What follows belongs to an exercise in optimizing a design on an open flow for small area, a short achievable clock period and few clock cycles per item; a production flow would make more cautious choices.
Where RTL was checked, it was by simulation tests only, not by an equivalence proof against the original.
No activity file was given, so power comes from the tool's default toggle rates.

==> flow/design.v <==
package swx_pkg;
  localparam int MAX_HALF_WINDOW = 15;
  localparam int HALF_BITS       = 4;
  localparam int RING_DEPTH      = 2 * MAX_HALF_WINDOW + 1;
  localparam int SLOT_BITS       = $clog2(RING_DEPTH + 1);
  localparam int PRICE_BITS      = 32;
  localparam int STAMP_BITS      = 64;
  localparam int VERDICT_BITS    = 2;
  localparam logic [VERDICT_BITS-1:0] VERDICT_REGULAR = 2'd0;
  localparam logic [VERDICT_BITS-1:0] VERDICT_MINIMA  = 2'd1;
  localparam logic [VERDICT_BITS-1:0] VERDICT_MAXIMA  = 2'd2;
  localparam logic KIND_TICK  = 1'b0;
  localparam logic KIND_CLEAR = 1'b1;
  typedef struct packed {
    logic start;
    logic cmp_en;
  } judge_ctrl_t;
endpackage
module swx_ram #(
  parameter int WIDTH = 32,
  parameter int DEPTH = 31
) (
  input  logic                     clk,
  input  logic                     we,
  input  logic [$clog2(DEPTH)-1:0] waddr,
  input  logic [WIDTH-1:0]         wdata,
  input  logic                     re,
  input  logic [$clog2(DEPTH)-1:0] raddr,
  output logic [WIDTH-1:0]         rdata
);
  logic [WIDTH-1:0] mem [DEPTH];
  always_ff @(posedge clk) begin
    if (we) begin
      mem[waddr] <= wdata;
    end
    if (re) begin
      rdata <= mem[raddr];
    end
  end
endmodule
module swx_judge #(
  parameter int N = 30
) (
  input  logic signed [swx_pkg::PRICE_BITS-1:0]   now,
  input  logic [N*swx_pkg::PRICE_BITS-1:0]        past,
  output logic [N-1:0]                            hi_lower,
  output logic [N-1:0]                            hi_higher,
  output logic [N-1:0]                            lo_lower,
  output logic [N-1:0]                            lo_higher
);
  localparam int PB = swx_pkg::PRICE_BITS;
  localparam int HB = PB / 2;
  logic signed [HB-1:0] now_hi;
  logic        [HB-1:0] now_lo;
  logic signed [HB-1:0] x_hi [N];
  logic        [HB-1:0] x_lo [N];
  assign now_hi = now[PB-1:HB];
  assign now_lo = now[HB-1:0];
  always_comb begin
    for (int k = 0; k < N; k++) begin
      x_hi[k]      = past[k*PB+HB +: HB];
      x_lo[k]      = past[k*PB +: HB];
      hi_lower[k]  = x_hi[k] < now_hi;
      hi_higher[k] = x_hi[k] > now_hi;
      lo_lower[k]  = x_lo[k] < now_lo;
      lo_higher[k] = x_lo[k] > now_lo;
    end
  end
endmodule
module sliding_window_extremum_detector
(
  input  logic                           clk,
  input  logic                           rst,
  input  logic                           in_valid,
  output logic                           in_ready,
  input  logic                           kind,
  input  logic signed [swx_pkg::PRICE_BITS-1:0]   price,
  input  logic signed [swx_pkg::STAMP_BITS-1:0]   stamp,
  output logic                           out_valid,
  input  logic                           out_ready,
  output logic [swx_pkg::VERDICT_BITS-1:0]        verdict,
  output logic signed [swx_pkg::PRICE_BITS-1:0]   price_out,
  output logic signed [swx_pkg::STAMP_BITS-1:0]   stamp_out,
  input  logic                           cfg_we,
  input  logic [swx_pkg::HALF_BITS-1:0]           cfg_data
);
  localparam int PB    = swx_pkg::PRICE_BITS;
  localparam int NPAST = 2 * swx_pkg::MAX_HALF_WINDOW;    
  logic [swx_pkg::HALF_BITS-1:0] half_window;
  logic [swx_pkg::HALF_BITS-1:0] half_clamped;
  logic [PB-1:0]                 win [NPAST];     
  logic [NPAST:0]                count;
  logic [NPAST-1:0]              cap_mask;        
  logic [NPAST-1:0]              cap_clamped;     
  logic                          s1_valid;
  logic                          s1_fresh;        
  logic [swx_pkg::STAMP_BITS-1:0] s1_stamp;
  logic [swx_pkg::VERDICT_BITS-1:0] s1_kept;
  logic [NPAST-1:0]              cmp_hi_lower;
  logic [NPAST-1:0]              cmp_hi_higher;
  logic [NPAST-1:0]              cmp_lo_lower;
  logic [NPAST-1:0]              cmp_lo_higher;
  logic                          s1_move;
  logic                          s1_free;         
  logic                          s1_valid_n;
  logic                          out_valid_n;
  logic                          accept;
  logic                          tick;
  logic                          clear;
  logic                          report;
  logic [NPAST-1:0]              hi_lower;
  logic [NPAST-1:0]              hi_higher;
  logic [NPAST-1:0]              lo_lower;
  logic [NPAST-1:0]              lo_higher;
  logic [NPAST-1:0]              held;
  logic [NPAST-1:0]              lower;
  logic [NPAST-1:0]              higher;
  logic [swx_pkg::VERDICT_BITS-1:0] judged;
  logic [swx_pkg::VERDICT_BITS-1:0] s1_verdict;
  logic [NPAST*PB-1:0]           past;
  assign s1_move  = !out_valid || out_ready;
  assign in_ready = s1_free || out_ready;
  assign accept   = in_valid && in_ready;
  assign tick     = accept && (kind == swx_pkg::KIND_TICK);
  assign clear    = accept && (kind == swx_pkg::KIND_CLEAR);
  always_comb begin
    report = 1'b0;
    for (int k = 1; k <= swx_pkg::MAX_HALF_WINDOW; k++) begin
      if (int'(half_window) == k) begin
        report = count[k-1];
      end
    end
  end
  always_comb begin
    for (int k = 0; k < NPAST; k++) begin
      cap_clamped[k] = (k < 2 * int'(half_clamped));
    end
  end
  always_comb begin
    priority if (cfg_data == '0) begin
      half_clamped = swx_pkg::HALF_BITS'(1);
    end else if (cfg_data > swx_pkg::HALF_BITS'(swx_pkg::MAX_HALF_WINDOW)) begin
      half_clamped = swx_pkg::HALF_BITS'(swx_pkg::MAX_HALF_WINDOW);
    end else begin
      half_clamped = cfg_data;
    end
  end
  assign held   = count[NPAST:1] & cap_mask;
  assign lower  = held & (cmp_hi_lower  | (~cmp_hi_higher & cmp_lo_lower));
  assign higher = held & (cmp_hi_higher | (~cmp_hi_lower  & cmp_lo_higher));
  always_comb begin
    if (lower == '0) begin
      judged = swx_pkg::VERDICT_MINIMA;
    end else if (higher == '0) begin
      judged = swx_pkg::VERDICT_MAXIMA;
    end else begin
      judged = swx_pkg::VERDICT_REGULAR;
    end
  end
  assign s1_verdict = s1_fresh ? judged : s1_kept;
  assign s1_valid_n  = in_ready ? (tick && report) : s1_valid;
  assign out_valid_n = s1_move ? s1_valid : out_valid;
  always_ff @(posedge clk) begin
    if (rst) begin
      half_window <= swx_pkg::HALF_BITS'(1);
      cap_mask    <= NPAST'(3);
      count       <= '0;
      s1_valid    <= 1'b0;
      s1_fresh    <= 1'b0;
      s1_free     <= 1'b1;
      out_valid   <= 1'b0;
    end else begin
      if (cfg_we) begin
        half_window <= half_clamped;
        cap_mask    <= cap_clamped;
        count       <= '0;
      end else if (clear) begin
        count       <= '0;
      end else if (tick) begin
        count       <= {count[NPAST-1:0], 1'b1};
      end
      s1_valid  <= s1_valid_n;
      out_valid <= out_valid_n;
      s1_free   <= !(s1_valid_n && out_valid_n);
      s1_fresh  <= in_ready;
    end
  end
  always_ff @(posedge clk) begin
    if (tick) begin
      win[0] <= price;
      for (int k = 1; k < NPAST; k++) begin
        win[k] <= win[k-1];
      end
    end
    cmp_hi_lower  <= hi_lower;
    cmp_hi_higher <= hi_higher;
    cmp_lo_lower  <= lo_lower;
    cmp_lo_higher <= lo_higher;
    s1_kept       <= s1_verdict;
    if (in_ready) begin
      s1_stamp <= stamp;
    end
    if (s1_move) begin
      verdict   <= s1_verdict;
      price_out <= win[0];
      stamp_out <= s1_stamp;
    end
  end
  always_comb begin
    for (int k = 0; k < NPAST; k++) begin
      past[k*PB +: PB] = win[k];
    end
  end
  swx_judge #(
    .N (NPAST)
  ) u_judge (
    .now       (price),
    .past      (past),
    .hi_lower  (hi_lower),
    .hi_higher (hi_higher),
    .lo_lower  (lo_lower),
    .lo_higher (lo_higher)
  );
endmodule
clock: 5.0 ns
lec_check: 0
abc_clock_period_in_ps: 2400
cap_margin: 20
core_margin: 2
core_utilization: 55
setup_slack_margin: 2.6
slew_margin: 20
run.sh (not shown) runs the stock make flow with config.mk's settings and CLKGATE_MAP_FILE= SYNTH_SCRIPT=/design/flow/synth_recipe.tcl, a recipe that flattens the netlist after the stock synthesis.
Rerun with:
--- a/flow/design.v
+++ b/flow/design.v
@@ -101,8 +101,10 @@
   logic [NPAST-1:0]              cmp_lo_lower;
   logic [NPAST-1:0]              cmp_lo_higher;
   logic                          s1_move;
   logic                          s1_free;         
+  logic                          s1_busy;         
+  logic                          take;            
   logic                          s1_valid_n;
   logic                          out_valid_n;
   logic                          accept;
   logic                          tick;
@@ -119,11 +121,12 @@
   logic [swx_pkg::VERDICT_BITS-1:0] s1_verdict;
   logic [NPAST*PB-1:0]           past;
   assign s1_move  = !out_valid || out_ready;
   assign in_ready = s1_free || out_ready;
-  assign accept   = in_valid && in_ready;
-  assign tick     = accept && (kind == swx_pkg::KIND_TICK);
-  assign clear    = accept && (kind == swx_pkg::KIND_CLEAR);
+  assign take     = in_valid && (!s1_busy || out_ready);
+  assign accept   = take;
+  assign tick     = take && (kind == swx_pkg::KIND_TICK);
+  assign clear    = take && (kind == swx_pkg::KIND_CLEAR);
   always_comb begin
     report = 1'b0;
     for (int k = 1; k <= swx_pkg::MAX_HALF_WINDOW; k++) begin
       if (int'(half_window) == k) begin
@@ -157,9 +160,9 @@
       judged = swx_pkg::VERDICT_REGULAR;
     end
   end
   assign s1_verdict = s1_fresh ? judged : s1_kept;
-  assign s1_valid_n  = in_ready ? (tick && report) : s1_valid;
+  assign s1_valid_n  = (!s1_busy || out_ready) ? (tick && report) : s1_valid;
   assign out_valid_n = s1_move ? s1_valid : out_valid;
   always_ff @(posedge clk) begin
     if (rst) begin
       half_window <= swx_pkg::HALF_BITS'(1);
@@ -167,8 +170,9 @@
       count       <= '0;
       s1_valid    <= 1'b0;
       s1_fresh    <= 1'b0;
       s1_free     <= 1'b1;
+      s1_busy     <= 1'b0;
       out_valid   <= 1'b0;
     end else begin
       if (cfg_we) begin
         half_window <= half_clamped;
@@ -181,13 +185,14 @@
       end
       s1_valid  <= s1_valid_n;
       out_valid <= out_valid_n;
       s1_free   <= !(s1_valid_n && out_valid_n);
-      s1_fresh  <= in_ready;
+      s1_busy   <= s1_valid_n && out_valid_n;
+      s1_fresh  <= !s1_busy || out_ready;
     end
   end
   always_ff @(posedge clk) begin
-    if (tick) begin
+    if (take) begin
       win[0] <= price;
       for (int k = 1; k < NPAST; k++) begin
         win[k] <= win[k-1];
       end
@@ -196,9 +201,9 @@
     cmp_hi_higher <= hi_higher;
     cmp_lo_lower  <= lo_lower;
     cmp_lo_higher <= lo_higher;
     s1_kept       <= s1_verdict;
-    if (in_ready) begin
+    if (!s1_busy || out_ready) begin
       s1_stamp <= stamp;
     end
     if (s1_move) begin
       verdict   <= s1_verdict;
What happened: Design area goes up by 0.74%; utilization came out higher by 0.31 points; fmax came out higher by 9.1%; clock power increases by about 8%; total power came out higher by 5.9%; final cell count went up by 1.8%; via count barely changes; wire length stays flat; sequential cell count increases by 1; setup slack gets better by 0.22 ns; synthesized cell count grows by 0.31%; sequential power is about the same.
Testbench counts after the change, summed over its fixed seeds: cycles 9,680, items 9,600.
Function not checked in the first run of this note: the RTL went through the layout flow alone.

-- what the ideal ports hide --
The flow's constraints put no driver on any port. The routed layouts listed below were extracted and timed again, unchanged, in two steps.
Step 1 assumes that a clkbuf_16 drives the clock port and a buf_2 every other input.
Step 2 adds t to the input delays and takes it off the output delays; t is the mean of the earliest and latest rising clock arrival at the registers after step 1. Input paths then give back, and output paths get back, about the clock's delay inside the block.
Slacks: ideal / step 1 / step 2; pairs: ideal / step 1.
run | t (ns) | setup WS [ns] | worst setup path after step 2 | slew at the worst register clock pin (ns) | worst data-port slew with drivers (ns)
the first run | 0.804 | 2.343 / 2.302 / 1.861 | input to register | 0.06 / 0.06 | 0.06
the second run | 0.820 | 2.564 / 2.516 / 1.814 | input to register | 0.06 / 0.06 | 0.09
After both steps setup and hold are still met in every run listed. For the second run, which loses most, drivers alone change the setup slack by -0.048 ns; drivers and shift together by -0.750 ns.
